This design comes from an exercise in tuning for small area on the open sky130 flow, not from production work. In this exercise RTL edits were held to simulation tests only and were not proved equivalent to the original. Power figures rest on the tool's default switching activity, not on a simulated workload.

## cpu_pmp
module cpu_pmp #(
    parameter int                      ENTRIES      = 16,
    parameter int                      LOOKUP_PORTS = 2
) (
    input  logic                          clk_i,
    input  logic                          rst_i,
    input  logic [11:0]                   read_addr_i,
    input  logic                          read_enable_i,
    output logic [31:0]                   read_data_o,
    input  logic [11:0]                   write_addr_i,
    input  logic [31:0]                   write_data_i,
    input  logic                          write_enable_i,
    input  logic [LOOKUP_PORTS*32-1:0]    lookup_addr_i,
    input  logic [LOOKUP_PORTS-1:0]       lookup_mmode_i,
    output logic [LOOKUP_PORTS*3-1:0]     lookup_rwx_o,
    output logic [LOOKUP_PORTS-1:0]       lookup_hit_o
);
    logic [ENTRIES-1:0][5:0]  cfg_q;
    logic [ENTRIES-1:0][31:0] addr_q;
    logic [ENTRIES-1:0]       addr_v;
    logic [ENTRIES-1:0]       lock;
    logic [ENTRIES-1:0][1:0]  mode;
    logic [ENTRIES-1:0][2:0]  perm;
    logic [ENTRIES-1:0][7:0]  cfg_byte;
    logic [ENTRIES-1:0]       tor;
    logic [ENTRIES-1:0]       nx;
    logic [ENTRIES-1:0]       napot;
    logic [ENTRIES-1:0][31:0] dc;
    logic                     rd_cfg_hit;
    logic                     rd_addr_hit;
    logic                     wr_cfg_hit;
    logic                     wr_addr_hit;
    logic [31:0]              rd_data;
    logic [ENTRIES-1:0]       rd_addr_sel;
    logic [ENTRIES/4-1:0]     rd_cfg_sel;
    logic [ENTRIES-1:0]       addr_we;
    logic [ENTRIES-1:0]       cfg_we;
    assign rd_cfg_hit  = read_addr_i[11:2]  == cpu_pmp_pkg::CSR_PMPCFG0[11:2];
    assign rd_addr_hit = read_addr_i[11:4]  == cpu_pmp_pkg::CSR_PMPADDR0[11:4];
    assign wr_cfg_hit  = write_addr_i[11:2] == cpu_pmp_pkg::CSR_PMPCFG0[11:2];
    assign wr_addr_hit = write_addr_i[11:4] == cpu_pmp_pkg::CSR_PMPADDR0[11:4];
    for (genvar i = 0; i < ENTRIES; i++) begin : g_dec
        assign lock[i]  = cfg_q[i][5];
        assign mode[i]  = cfg_q[i][4:3];
        assign perm[i]  = cfg_q[i][2:0];
        assign cfg_byte[i] = {cfg_q[i][5], 2'b00, cfg_q[i][4:0]};
        assign tor[i]   = mode[i] == cpu_pmp_pkg::PMPCFG_A_TOR;
  ...
Settings: LEC_CHECK=0, CAP_MARGIN=20, CORE_MARGIN=2, CORE_UTILIZATION=45, SETUP_SLACK_MARGIN=0.2, SLEW_MARGIN=20; clock period 11.0 ns.
standard.sh (not shown) runs the stock make flow with config.mk's settings and CLKGATE_MAP_FILE= SYNTH_SCRIPT=/design/flow/synth_recipe.tcl, a recipe that flattens the netlist after the stock synthesis.
==> flow/flow/run.sh <==
#!/bin/bash
# Own layout flow: the standard flow (standard.sh), with these changes:
#  - synthesis: ABC's mapping script is flow/abc_map.script (delay-targeted
#    mapping with area recovery) instead of ORFS's minimum-delay mapping;
#    everything else in synthesis, register mapping included, is the standard flow's.
#  - port buffers are buf_4 cells (ORFS picks clkdlybuf4s50_1).
#  - clock tree synthesis inserts no dummy loads and uses clkbuf_4/clkbuf_8
#    buffers.
# Each tool's output is in own_flow.log and ORFS's logs under orfs/logs.
set -euo pipefail
W=$(pwd)
{
  echo 'proc abc {args} {'
  echo '  set i [lsearch -exact $args -script]'
  echo "  if {\$i >= 0} { set args [lreplace \$args \$i [expr {\$i + 1}] -script $W/flow/abc_map.script] }"
  echo '  yosys abc {*}$args'
  echo '}'
  cat synth_recipe.tcl
} > own_synth.tcl
sed "s#SYNTH_SCRIPT=[^ ]*synth_recipe.tcl#SYNTH_SCRIPT=$W/own_synth.tcl#" standard.sh > own_standard.sh
grep -q "SYNTH_SCRIPT=$W/own_synth.tcl" own_standard.sh
export BUFFER_PORTS_ARGS="-buffer_cell sky130_fd_sc_hd__buf_4"
export CTS_ARGS="-sink_clustering_enable -repair_clock_nets -dont_use_dummy_load -buf_list {sky130_fd_sc_hd__clkbuf_4 sky130_fd_sc_hd__clkbuf_8}"
bash own_standard.sh > own_flow.log 2>&1
==> flow/flow/abc_map.script <==
strash
dch
map -D 3500 -B 0.9
topo
stime -c
Edit:
--- a/flow/config.mk
+++ b/flow/config.mk
@@ -9,3 +9,3 @@
 export CORE_MARGIN = 2
-export CORE_UTILIZATION = 45
+export CORE_UTILIZATION = 40
 export SETUP_SLACK_MARGIN = 0.2
Count of clock-buffer cells in the layout is higher by 5.
Final area is higher by about 0.46%.
Register-to-register slack gains 0.34 ns.
Clock power barely changes.
Power barely changes.

[port drivers added, routing unchanged]
How much do the figures lean on ideal ports? The routed layouts below were timed once more, with nothing changed but the port constraints.
Step 1 (the two cells are an assumption about what drives the block):
set clk [get_ports {clk_i}]
set_driving_cell -lib_cell sky130_fd_sc_hd__clkbuf_16 $clk
set_driving_cell -lib_cell sky130_fd_sc_hd__buf_2 [delete_from_list [all_inputs] $clk]
Step 2 adds t to the input delays and takes it off the output delays; t is the mean of the earliest and latest rising clock arrival at the registers after step 1. Input paths then give back, and output paths get back, about the clock's delay inside the block.
Slacks: ideal ports / drivers / drivers and shift; pairs: ideal ports / drivers.
| run | shift t [ns] | slack for setup (ns) | worst setup path at the end | worst data-port slew with drivers (ns) |
|---|---|---|---|---|
| the first run | 0.987 | 0.506 / 0.471 / 0.471 | input to output | 0.04 |
| the second run | 0.964 | 0.564 / 0.479 / 0.536 | input to output | 0.06 |
After both steps every run listed still meets setup and hold. For the first run, which loses most, drivers alone change the setup slack by -0.035 ns; drivers and shift together by -0.035 ns.
